Background: an optimization exercise with open tools, aiming at small area, a short achievable clock period and few clock cycles. Do not read the settings as production practice.
Only simulation tests tie the RTL to the original design; equivalence was not proved.
Power is estimated from default activity; no workload was simulated.

==> flow/design.v <==
`timescale 1ns/1ps
package cache_bank_pkg;
    localparam int ADDR_WIDTH  = 32;
    localparam int OFFSET_BITS = 4;
    localparam int SET_BITS    = 4;
    localparam int TAG_BITS    = ADDR_WIDTH - SET_BITS - OFFSET_BITS;
    localparam int DATA_WIDTH  = 16;
    localparam logic [1:0] REQ_FETCH = 2'd0;
    localparam logic [1:0] REQ_READ  = 2'd1;
    localparam logic [1:0] REQ_WRITE = 2'd2;
endpackage
`timescale 1ns/1ps
module line_store
#(
    parameter int WAYS = 4
) (
    input  logic                  i_clk,
    input  logic                  i_nreset,
    input  logic [cache_bank_pkg::ADDR_WIDTH-1:0] req_addr,
    input  logic                  fill_en,
    input  logic [cache_bank_pkg::DATA_WIDTH-1:0] fill_data,
    input  logic [WAYS-1:0]       fill_way,
    input  logic                  wr_hit_en,
    input  logic [cache_bank_pkg::DATA_WIDTH-1:0] wr_data,
    output logic                  hit,
    output logic [WAYS-1:0]       hit_way,
    output logic [WAYS-1:0]       valid_vec,
    output logic [cache_bank_pkg::DATA_WIDTH-1:0] hit_data,
    output logic [cache_bank_pkg::TAG_BITS-1:0]   victim_tag,
    output logic [cache_bank_pkg::DATA_WIDTH-1:0] victim_data,
    output logic                  victim_dirty
);
    localparam int SETS = 1 << cache_bank_pkg::SET_BITS;
    logic [SETS-1:0][WAYS-1:0][cache_bank_pkg::TAG_BITS-1:0]   tag_mem;
    logic [SETS-1:0][WAYS-1:0][cache_bank_pkg::DATA_WIDTH-1:0] data_mem;
    logic [SETS-1:0][WAYS-1:0]                                  valid_q;
    logic [SETS-1:0][WAYS-1:0]                                  dirty_q;
    logic [cache_bank_pkg::SET_BITS-1:0]   set_idx;
    logic [cache_bank_pkg::TAG_BITS-1:0]   req_tag;
    assign set_idx = req_addr[cache_bank_pkg::OFFSET_BITS +: cache_bank_pkg::SET_BITS];
    assign req_tag = req_addr[cache_bank_pkg::ADDR_WIDTH-1 -: cache_bank_pkg::TAG_BITS];
    assign valid_vec = valid_q[set_idx];
    always_comb begin
        hit_way  = '0;
        hit_data = '0;
        for (int w = 0; w < WAYS; w++) begin
            if (valid_q[set_idx][w] && tag_mem[set_idx][w] == req_tag) begin
                hit_way[w] = 1'b1;
                hit_data   = hit_data | data_mem[set_idx][w];
            end
        end
        hit = |hit_way;
    end
    always_comb begin
        victim_tag   = '0;
        victim_data  = '0;
        victim_dirty = 1'b0;
        for (int w = 0; w < WAYS; w++) begin
            if (fill_way[w]) begin
                victim_tag   = victim_tag | tag_mem[set_idx][w];
                victim_data  = victim_data | data_mem[set_idx][w];
                victim_dirty = victim_dirty | (valid_q[set_idx][w] & dirty_q[set_idx][w]);
            end
        end
    end
    for (genvar gs = 0; gs < SETS; gs++) begin : g_set
        for (genvar gw = 0; gw < WAYS; gw++) begin : g_way
            logic fill_here;
            logic write_here;
            assign fill_here  = fill_en && fill_way[gw] && set_idx == gs;
            assign write_here = wr_hit_en && hit_way[gw] && set_idx == gs;
            always_ff @(posedge i_clk) begin
                if (fill_here) begin
                    data_mem[gs][gw] <= fill_data;
                    tag_mem[gs][gw]  <= req_tag;
                end else if (write_here) begin
                    data_mem[gs][gw] <= wr_data;
                end
            end
            always_ff @(posedge i_clk) begin
                if (!i_nreset) begin
                    valid_q[gs][gw] <= 1'b0;
                    dirty_q[gs][gw] <= 1'b0;
                end else if (fill_here) begin
                    valid_q[gs][gw] <= 1'b1;
                    dirty_q[gs][gw] <= 1'b0;
                end else if (write_here) begin
                    dirty_q[gs][gw] <= 1'b1;
                end
            end
        end
    end
endmodule
`timescale 1ns/1ps
module rrip_select
#(
    parameter int WAYS      = 4,
    parameter int RRPV_BITS = 2
) (
    input  logic                i_clk,
    input  logic                i_nreset,
    input  logic [cache_bank_pkg::SET_BITS-1:0] set_idx,
    input  logic [WAYS-1:0]     valid_vec,
    input  logic [WAYS-1:0]     hit_way,
    input  logic                touch_en,
    input  logic                miss_en,
    output logic [WAYS-1:0]     victim_way
);
    localparam int SETS = 1 << cache_bank_pkg::SET_BITS;
    localparam logic [RRPV_BITS-1:0] RRPV_MAX    = '1;
    localparam logic [RRPV_BITS-1:0] RRPV_INSERT = RRPV_MAX - 1'b1;
    logic [SETS-1:0][WAYS-1:0][RRPV_BITS-1:0] rrpv;
    logic [RRPV_BITS-1:0] max_rrpv;
    logic                 found;
    always_comb begin
        found      = 1'b0;
        max_rrpv   = '0;
        victim_way = '0;
        for (int w = 0; w < WAYS; w++) begin
            if (rrpv[set_idx][w] > max_rrpv)
                max_rrpv = rrpv[set_idx][w];
        end
        for (int w = 0; w < WAYS; w++) begin
            if (!found && !valid_vec[w]) begin
                victim_way[w] = 1'b1;
                found = 1'b1;
            end
        end
        for (int w = 0; w < WAYS; w++) begin
            if (!found && rrpv[set_idx][w] == max_rrpv) begin
                victim_way[w] = 1'b1;
                found = 1'b1;
            end
        end
    end
    for (genvar gs = 0; gs < SETS; gs++) begin : g_set
        for (genvar gw = 0; gw < WAYS; gw++) begin : g_way
            always_ff @(posedge i_clk) begin
                if (!i_nreset) begin
                    rrpv[gs][gw] <= RRPV_MAX;
                end else if (set_idx == gs) begin
                    if (touch_en) begin
                        if (hit_way[gw])
                            rrpv[gs][gw] <= '0;
                    end else if (miss_en) begin
                        if (victim_way[gw])
                            rrpv[gs][gw] <= RRPV_INSERT;
                        else if (rrpv[gs][gw] != RRPV_MAX)
                            rrpv[gs][gw] <= rrpv[gs][gw] + 1'b1;
                    end
                end
            end
        end
    end
endmodule
`timescale 1ns/1ps
module bank_ctrl
#(
    parameter int WAYS      = 4,
    parameter int RRPV_BITS = 2
) (
    input  logic                  i_clk,
    input  logic                  i_nreset,
    input  logic [1:0]            i_request_type,
    input  logic [cache_bank_pkg::ADDR_WIDTH-1:0] i_addr,
    input  logic                  i_type_valid,
    output logic                  o_type_ready,
    input  logic [cache_bank_pkg::DATA_WIDTH-1:0] i_data,
    output logic [cache_bank_pkg::DATA_WIDTH-1:0] o_pe_data_o,
    output logic                  o_pe_data_o_valid,
    input  logic                  i_pe_data_o_ready,
    output logic [cache_bank_pkg::ADDR_WIDTH-1:0] o_dram_addr,
    input  logic [cache_bank_pkg::DATA_WIDTH-1:0] i_dram_data,
    input  logic                  i_dram_data_i_valid,
    output logic                  o_dram_data_i_ready,
    output logic [cache_bank_pkg::DATA_WIDTH-1:0] o_dram_data_o,
    output logic                  o_dram_data_o_valid,
    input  logic                  i_dram_data_o_ready,
    output logic [cache_bank_pkg::ADDR_WIDTH-1:0] ls_req_addr,
    output logic                  ls_fill_en,
    output logic [cache_bank_pkg::DATA_WIDTH-1:0] ls_fill_data,
    output logic [WAYS-1:0]       ls_fill_way,
    output logic                  ls_wr_hit_en,
    output logic [cache_bank_pkg::DATA_WIDTH-1:0] ls_wr_data,
    input  logic                  ls_hit,
    input  logic [WAYS-1:0]       ls_hit_way,
    input  logic [WAYS-1:0]       ls_valid_vec,
    input  logic [cache_bank_pkg::DATA_WIDTH-1:0] ls_hit_data,
    input  logic [cache_bank_pkg::TAG_BITS-1:0]   ls_victim_tag,
    input  logic [cache_bank_pkg::DATA_WIDTH-1:0] ls_victim_data,
    input  logic                  ls_victim_dirty,
    output logic [cache_bank_pkg::SET_BITS-1:0]   rr_set_idx,
    output logic [WAYS-1:0]       rr_valid_vec,
    output logic [WAYS-1:0]       rr_hit_way,
    output logic                  rr_touch_en,
    output logic                  rr_miss_en,
    input  logic [WAYS-1:0]       rr_victim_way
);
    localparam logic [2:0] ST_IDLE       = 3'd0;
    localparam logic [2:0] ST_LOOKUP     = 3'd1;
    localparam logic [2:0] ST_SEND_PE    = 3'd2;
    localparam logic [2:0] ST_WRITE_BACK = 3'd3;
    localparam logic [2:0] ST_FILL       = 3'd4;
    logic [2:0]            state;
    logic [2:0]            state_nxt;
    logic [1:0]            type_q;
    logic [cache_bank_pkg::ADDR_WIDTH-1:0] req_q;
    logic [cache_bank_pkg::DATA_WIDTH-1:0] data_q;
    logic [cache_bank_pkg::DATA_WIDTH-1:0] pe_data_q;
    logic [WAYS-1:0]       victim_q;
    logic [cache_bank_pkg::ADDR_WIDTH-1:0] wb_addr;
    logic [cache_bank_pkg::DATA_WIDTH-1:0] wb_data;
    logic                  accept;
    logic                  lookup;
    logic                  fetch_miss;
    assign accept     = i_type_valid && o_type_ready;
    assign lookup     = (state == ST_LOOKUP);
    assign fetch_miss = lookup && type_q == cache_bank_pkg::REQ_FETCH && !ls_hit;
    always_comb begin
        state_nxt = state;
        case (state)
            ST_IDLE: begin
                if (accept)
                    state_nxt = ST_LOOKUP;
            end
            ST_LOOKUP: begin
                if (type_q == cache_bank_pkg::REQ_READ)
                    state_nxt = ST_SEND_PE;
                else if (fetch_miss)
                    state_nxt = ls_victim_dirty ? ST_WRITE_BACK : ST_FILL;
                else
                    state_nxt = ST_IDLE;
            end
            ST_SEND_PE: begin
                if (i_pe_data_o_ready)
                    state_nxt = ST_IDLE;
            end
            ST_WRITE_BACK: begin
                if (i_dram_data_o_ready)
                    state_nxt = ST_FILL;
            end
            ST_FILL: begin
                if (i_dram_data_i_valid)
                    state_nxt = ST_IDLE;
            end
            default: state_nxt = ST_IDLE;
        endcase
    end
    always_ff @(posedge i_clk) begin
        if (!i_nreset)
            state <= ST_IDLE;
        else
            state <= state_nxt;
    end
    always_ff @(posedge i_clk) begin
        if (accept) begin
            type_q <= i_request_type;
            req_q  <= i_addr;
            data_q <= i_data;
        end
        if (lookup)
            pe_data_q <= ls_hit_data;
        if (fetch_miss) begin
            victim_q <= rr_victim_way;
            wb_addr  <= {ls_victim_tag, req_q[cache_bank_pkg::OFFSET_BITS +: cache_bank_pkg::SET_BITS], {cache_bank_pkg::OFFSET_BITS{1'b0}}};
            wb_data  <= ls_victim_data;
        end
    end
    assign ls_req_addr  = req_q;
    assign ls_fill_en   = (state == ST_FILL) && i_dram_data_i_valid;
    assign ls_fill_data = i_dram_data;
    assign ls_fill_way  = lookup ? rr_victim_way : victim_q;
    assign ls_wr_hit_en = lookup && type_q == cache_bank_pkg::REQ_WRITE && ls_hit;
    assign ls_wr_data   = data_q;
    assign rr_set_idx   = req_q[cache_bank_pkg::OFFSET_BITS +: cache_bank_pkg::SET_BITS];
    assign rr_valid_vec = ls_valid_vec;
    assign rr_hit_way   = ls_hit_way;
    assign rr_touch_en  = lookup && type_q == cache_bank_pkg::REQ_FETCH && ls_hit;
    assign rr_miss_en   = fetch_miss;
    assign o_type_ready        = (state == ST_IDLE);
    assign o_pe_data_o         = pe_data_q;
    assign o_pe_data_o_valid   = (state == ST_SEND_PE);
    assign o_dram_data_o       = wb_data;
    assign o_dram_data_o_valid = (state == ST_WRITE_BACK);
    assign o_dram_data_i_ready = (state == ST_FILL);
    assign o_dram_addr         = (state == ST_FILL) ? req_q : wb_addr;
endmodule
`timescale 1ns/1ps
module cache_bank
#(
    parameter int WAYS      = 4,
    parameter int RRPV_BITS = 2
) (
    input  logic                  i_clk,
    input  logic                  i_nreset,
    input  logic [1:0]            i_request_type,
    input  logic [cache_bank_pkg::ADDR_WIDTH-1:0] i_addr,
    input  logic                  i_type_valid,
    output logic                  o_type_ready,
    input  logic [cache_bank_pkg::DATA_WIDTH-1:0] i_data,
    output logic [cache_bank_pkg::DATA_WIDTH-1:0] o_pe_data_o,
    output logic                  o_pe_data_o_valid,
    input  logic                  i_pe_data_o_ready,
    output logic [cache_bank_pkg::ADDR_WIDTH-1:0] o_dram_addr,
    input  logic [cache_bank_pkg::DATA_WIDTH-1:0] i_dram_data,
    input  logic                  i_dram_data_i_valid,
    output logic                  o_dram_data_i_ready,
    output logic [cache_bank_pkg::DATA_WIDTH-1:0] o_dram_data_o,
    output logic                  o_dram_data_o_valid,
    input  logic                  i_dram_data_o_ready
);
    logic [cache_bank_pkg::ADDR_WIDTH-1:0] ls_req_addr;
    logic                  ls_fill_en;
    logic [cache_bank_pkg::DATA_WIDTH-1:0] ls_fill_data;
    logic [WAYS-1:0]       ls_fill_way;
    logic                  ls_wr_hit_en;
    logic [cache_bank_pkg::DATA_WIDTH-1:0] ls_wr_data;
    logic                  ls_hit;
    logic [WAYS-1:0]       ls_hit_way;
    logic [WAYS-1:0]       ls_valid_vec;
    logic [cache_bank_pkg::DATA_WIDTH-1:0] ls_hit_data;
    logic [cache_bank_pkg::TAG_BITS-1:0]   ls_victim_tag;
    logic [cache_bank_pkg::DATA_WIDTH-1:0] ls_victim_data;
    logic                  ls_victim_dirty;
    logic [cache_bank_pkg::SET_BITS-1:0]   rr_set_idx;
    logic [WAYS-1:0]       rr_valid_vec;
    logic [WAYS-1:0]       rr_hit_way;
    logic                  rr_touch_en;
    logic                  rr_miss_en;
    logic [WAYS-1:0]       rr_victim_way;
    line_store #(
        .WAYS(WAYS)
    ) line_store_inst (
        .i_clk        (i_clk),
        .i_nreset     (i_nreset),
        .req_addr     (ls_req_addr),
        .fill_en      (ls_fill_en),
        .fill_data    (ls_fill_data),
        .fill_way     (ls_fill_way),
        .wr_hit_en    (ls_wr_hit_en),
        .wr_data      (ls_wr_data),
        .hit          (ls_hit),
        .hit_way      (ls_hit_way),
        .valid_vec    (ls_valid_vec),
        .hit_data     (ls_hit_data),
        .victim_tag   (ls_victim_tag),
        .victim_data  (ls_victim_data),
        .victim_dirty (ls_victim_dirty)
    );
    rrip_select #(
        .WAYS      (WAYS),
        .RRPV_BITS (RRPV_BITS)
    ) rrip_select_inst (
        .i_clk      (i_clk),
        .i_nreset   (i_nreset),
        .set_idx    (rr_set_idx),
        .valid_vec  (rr_valid_vec),
        .hit_way    (rr_hit_way),
        .touch_en   (rr_touch_en),
        .miss_en    (rr_miss_en),
        .victim_way (rr_victim_way)
    );
    bank_ctrl #(
        .WAYS      (WAYS),
        .RRPV_BITS (RRPV_BITS)
    ) bank_ctrl_inst (
        .i_clk               (i_clk),
        .i_nreset            (i_nreset),
        .i_request_type      (i_request_type),
        .i_addr              (i_addr),
        .i_type_valid        (i_type_valid),
        .o_type_ready        (o_type_ready),
        .i_data              (i_data),
        .o_pe_data_o         (o_pe_data_o),
        .o_pe_data_o_valid   (o_pe_data_o_valid),
        .i_pe_data_o_ready   (i_pe_data_o_ready),
        .o_dram_addr         (o_dram_addr),
        .i_dram_data         (i_dram_data),
        .i_dram_data_i_valid (i_dram_data_i_valid),
        .o_dram_data_i_ready (o_dram_data_i_ready),
        .o_dram_data_o       (o_dram_data_o),
        .o_dram_data_o_valid (o_dram_data_o_valid),
        .i_dram_data_o_ready (i_dram_data_o_ready),
        .ls_req_addr         (ls_req_addr),
        .ls_fill_en          (ls_fill_en),
        .ls_fill_data        (ls_fill_data),
        .ls_fill_way         (ls_fill_way),
        .ls_wr_hit_en        (ls_wr_hit_en),
        .ls_wr_data          (ls_wr_data),
        .ls_hit              (ls_hit),
        .ls_hit_way          (ls_hit_way),
        .ls_valid_vec        (ls_valid_vec),
        .ls_hit_data         (ls_hit_data),
        .ls_victim_tag       (ls_victim_tag),
        .ls_victim_data      (ls_victim_data),
        .ls_victim_dirty     (ls_victim_dirty),
        .rr_set_idx          (rr_set_idx),
        .rr_valid_vec        (rr_valid_vec),
        .rr_hit_way          (rr_hit_way),
        .rr_touch_en         (rr_touch_en),
        .rr_miss_en          (rr_miss_en),
        .rr_victim_way       (rr_victim_way)
    );
endmodule
==> flow/run.sh <==
#!/bin/bash
# synth_recipe.tcl (not shown) runs the flow's synth.tcl, then flattens the netlist and writes it again
# the make line also repeats each setting of config.mk as NAME=value (left out here)
make -C /OpenROAD-flow-scripts/flow DESIGN_CONFIG=/design/flow/config.mk WORK_HOME=/design/flow/orfs CLKGATE_MAP_FILE= SYNTH_SCRIPT=/design/flow/synth_recipe.tcl finish
==> flow/config.mk <==
export PLATFORM = sky130hd
export DESIGN_NAME = cache_bank
export DESIGN_NICKNAME = cache_bank
export VERILOG_FILES = /design/flow/design.v
export SDC_FILE = /design/flow/constraint.sdc
export NUM_CORES = 4
export LEC_CHECK = 0
export CAP_MARGIN = 20
export CORE_MARGIN = 2
export CORE_UTILIZATION = 40
export SLEW_MARGIN = 20
==> flow/constraint.sdc <==
create_clock -name core_clock -period 9.0 [get_ports {i_clk}]
set_input_delay 1.8000 -clock core_clock [delete_from_list [all_inputs] [get_ports {i_clk}]]
set_output_delay 1.8000 -clock core_clock [all_outputs]
set_load 0.01 [all_outputs]
==> impl_metrics.tcl <==
set metrics [dict create \
    cts_buffers 327 \
    regArea_sq_um 85500 \
    ios 140 \
    worstPathCellList "buf_4 -> ha_1 -> a211oi_4 -> o22ai_1 -> o211ai_4 -> buf_4 -> mux2i_1 -> a32oi_1 -> a31oi_1 -> xnor2_1 -> nor3_1 -> o32a_1 -> and3_1 -> a31oi_2 -> buf_12 -> nor2_2" \
    arrival_ns 9.15 \
    drtAntennaViolNets 0 \
    port_buffers 139 \
    insertion_delay_ns 0.97 \
    cts_root_buffer "clkbuf_16" \
    cpMostUsedCell "buf_4" \
    p_leak_nw 55.5 \
    gp_congestion 1.05 \
    rows 225 \
    area_growth_pct 13.4 \
    wl_per_cell_um 41.8 \
    start_util_pct 40.2 \
    finalHoldViolCount 0 \
    fin_crit_sh_pct 95.5 \
    crit_path_top_delay_cell "a211oi_4" \
    grt_pass1_wl_um 829000 \
    hold_path.class "reg -> reg" \
    drive_above_1_share_pct 38.2 \
    grt_max_degree 139 \
    clk_pin_slew_ns 0.06 \
    core_area_sq_um 376000 \
    dp_cells 14000 \
    worst-path-max-fanout 19 \
    cts_tree "yes" \
    cts_setup_buffers 0 \
    wl_met3_um 74700 \
    drt_iter0_drc 16500 \
    drc_errors 0 \
    synth_area_sq_um 151000 \
    ir_drop_uv 174 \
    setup_viol 0 \
    rsz0062_at_grt "false" \
    synth_nets 9338 \
    seq_area_frac_synth_pct 56.6 \
    synthArstFlopShare_pct 0 \
    maxCapViolations 0 \
    slowest_delay_ns 0.90 \
    worstMarginPinSlew_ns 1.23 \
    gr-total-overflow 0 \
    grt_pass1_vias 97400 \
    status "complete, no violations" \
    drv_slew 0 \
    ys.flop_type "edfxtp_1" \
    fin_nets 9496 \
    cts_resized 0 \
    synth_edf_count 2674 \
    nFillCells 32100 \
    clock-sinks 2933 \
    vias_per_cell 6.84 \
    die_y_um 619 \
    dr.pass1.iters 9 \
    cp-start-kind "flip-flop" \
    fin_crit_ns 8.59 \
    critPathKind "reg -> reg" \
    synth_cells 9179 \
    maxSlewHeadroom_pct 17.7 \
    avgSynthCellArea_sq_um 16.5 \
    setup_tns_ns 0 \
    antenna_found_initial 26 \
    route.vias.total 99800 \
    finalClockSkew_ns 0.0931 \
    multi_input_area_sq_um 61500 \
    grt_usage_pct 31.3 \
    fin_cells 14600 \
    maxUsedRoutingLayer "met5" \
    wl_met2_um 274000 \
    required_ns 9.55 \
    ys_ff_latch 2933 \
    ys_types 113 \
    cts_buffer_depth 4 \
    yosys_warnings 3 \
    die-area_sq_um 383000 \
    h-tree-depth 5 \
    hpwl_um 385000 \
    power.density_nw_per_um2 213 \
    wl_met1_um 225000 \
    die_x_um 619 \
    max_freq_ghz 0.116 \
    routed_wl_um 610000 \
    cts_hold_buf 0 \
    cp-end-kind "flip-flop" \
]
-- synth_stat cells (33+ instances only) --
cell         n  area share (%)
o22ai_1     54            0.22
or3_1       33            0.14
o21ai_0    176            0.58
edfxtp_1  2674              53
o221ai_1    36            0.21
a211oi_1    41            0.20
mux2_2    1099             8.2
mux2i_1    362             2.4
o211ai_1    66            0.33
dfxtp_1    259             3.4
buf_4      160            0.79
nand3_1    109            0.36
a22oi_1     65            0.32
nor2_1     420             1.0
a21o_1      33            0.16
nand2_1    339            0.84
xnor2_1     53            0.31
a22o_1      40            0.23
buf_2      148            0.49
mux4_2    1306              19
buf_1       92            0.23
a21oi_1    181            0.60
clkbuf_1   431             1.1
buf_6       50            0.37
inv_1      103            0.26
ha_1        86            0.71
nor3_1     115            0.38
and2_1      47            0.19
-- critical path: cells and delay by family, from the launching register on --
kind	cells	cell delay [ns]
buf+inv	3	1.10
fa+ha+maj	1	0.57
simple gates	3	1.41
flops	1	0.56
mux	1	0.63
xor+xnor	1	0.13
compound gates	7	3.64
-- metal layers --
layer	vias up	track usage, %
li1	38100	-
met1	53000	41.5
met2	7295	47.7
met3	1477	8.24
met4	22	15.8
met5	-	0
-- state kept, by name, indices dropped and copies added, names as in the netlist --
register,cells
bank_ctrl_inst.state,3
bank_ctrl_inst.data_q,16
line_store_inst.tag_mem,1536
bank_ctrl_inst.victim_q,4
line_store_inst.dirty_q,64
bank_ctrl_inst.wb_addr,28
bank_ctrl_inst.pe_data_q,16
rrip_select_inst.rrpv,128
line_store_inst.valid_q,64
line_store_inst.data_mem,1024
bank_ctrl_inst.wb_data,16
bank_ctrl_inst.req_q,32
bank_ctrl_inst.type_q,2
-- path summary, 6_finish.rpt --
path / start / to / slack, ns / depth (start not counted)
max: bank_ctrl_inst.req_q[6]$_DFFE_PP_ / line_store_inst.data_mem[442]$_DFFE_PP_ / 0.41 / 16
min: line_store_inst.valid_q[26]$_SDFFE_PN0P_ / line_store_inst.valid_q[26]$_SDFFE_PN0P_ / 0.47 / 2
max reg2reg: bank_ctrl_inst.req_q[6]$_DFFE_PP_ / line_store_inst.data_mem[442]$_DFFE_PP_ / 0.41 / 16
min reg2reg: line_store_inst.valid_q[26]$_SDFFE_PN0P_ / line_store_inst.valid_q[26]$_SDFFE_PN0P_ / 0.47 / 2
-- cells in the final DEF (no fill, tap or decap), drive strengths merged, types with 50 or more instances in the layout --
cell type and instances:
nor2 453, clkbuf 402, and2 50, a22oi 65
clkdlybuf4s50 122, xnor2 55, dfxtp 259, o211ai 68
mux2 1099, nor3 117, buf 591, mux4 1306
edfxtp 2674, mux2i 363, o22ai 54, o21ai 185
ha 86, a21oi 183, nand3 111, inv 126
nand2 339, clkinv 135
-- cell families (layout without fill, tap and decap cells) --
| family | Yosys count | in the layout | share of synthesized area (%) |
|---|---|---|---|
| other | 0 | 7 | 0 |
| muxes | 2768 | 2768 | 30.1 |
| and+or+nand+nor | 1329 | 1329 | 4.28 |
| DFF | 2933 | 2933 | 56.6 |
| adders and majority gates | 87 | 87 | 0.725 |
| xor gates and xnor gates | 70 | 70 | 0.455 |
| AOI/OAI and AO/OA | 1001 | 1001 | 4.68 |
| buffers and inverters | 991 | 1418 | 3.23 |
-- stage by stage --
stage	cell area [sq um]	utilization [%]	worst slack, ns	hold WS, ns	total power, mW
finish	171000	45.6	0.408	0.466	36.5
global placement	161000	42.8	0.672	0.443	22.9
floorplan	151000	-	0.705	0.435	19.7
CTS	171000	45.6	0.819	0.469	36.3
global route	171000	45.6	0.269	0.489	37.1
detailed placement	161000	42.8	0.861	0.455	23.0
-- power by group --
group	switching [mW]	leakage, nW	internal, mW
clock	5.86	5.16	7.69
combinational	4.98	24.2	2.89
sequential	0.0511	26.2	15.0
total	10.9	55.5	25.6
-- cell type report --
type / instances / area share [%]
diodes: 7 / 0.0102
clock buffers: 402 / 5.06
clock inverters: 196 / 1.11
inverters: 107 / 0.242
multi-input cells: 5255 / 35.9
flip-flops and latches: 2933 / 49.9
well taps: 4994 / 3.65
repair buffers: 713 / 4.18
Testbench counts, summed over its fixed seeds: cycles 34,589.

-- afterwards: timing with drivers on the ports --
No port has a modelled driver above. Below, the same layout with a new extraction and two added sets of constraints.
Step 1: set_driving_cell puts a clkbuf_16 on i_clk and a buf_2 on each other input, an assumption about the parent block.
Step 2 moves the port delays by t, midway between the first and last clock arrival at a register: inputs arrive t later, outputs are due t later. That takes back most of the time a late clock gives input paths.
a / b / c = no drivers / after step 1 / after step 2; a / b = the first two.
shift t [ns]: 1.031
slack for setup (ns): 0.408 / 0.408 / 0.408
clock arrival spread, ns: 0.094 / 0.094
After both steps setup and hold are still met in this run. For this run, drivers alone change the setup slack by 0.000 ns; drivers and shift together by 0.000 ns.
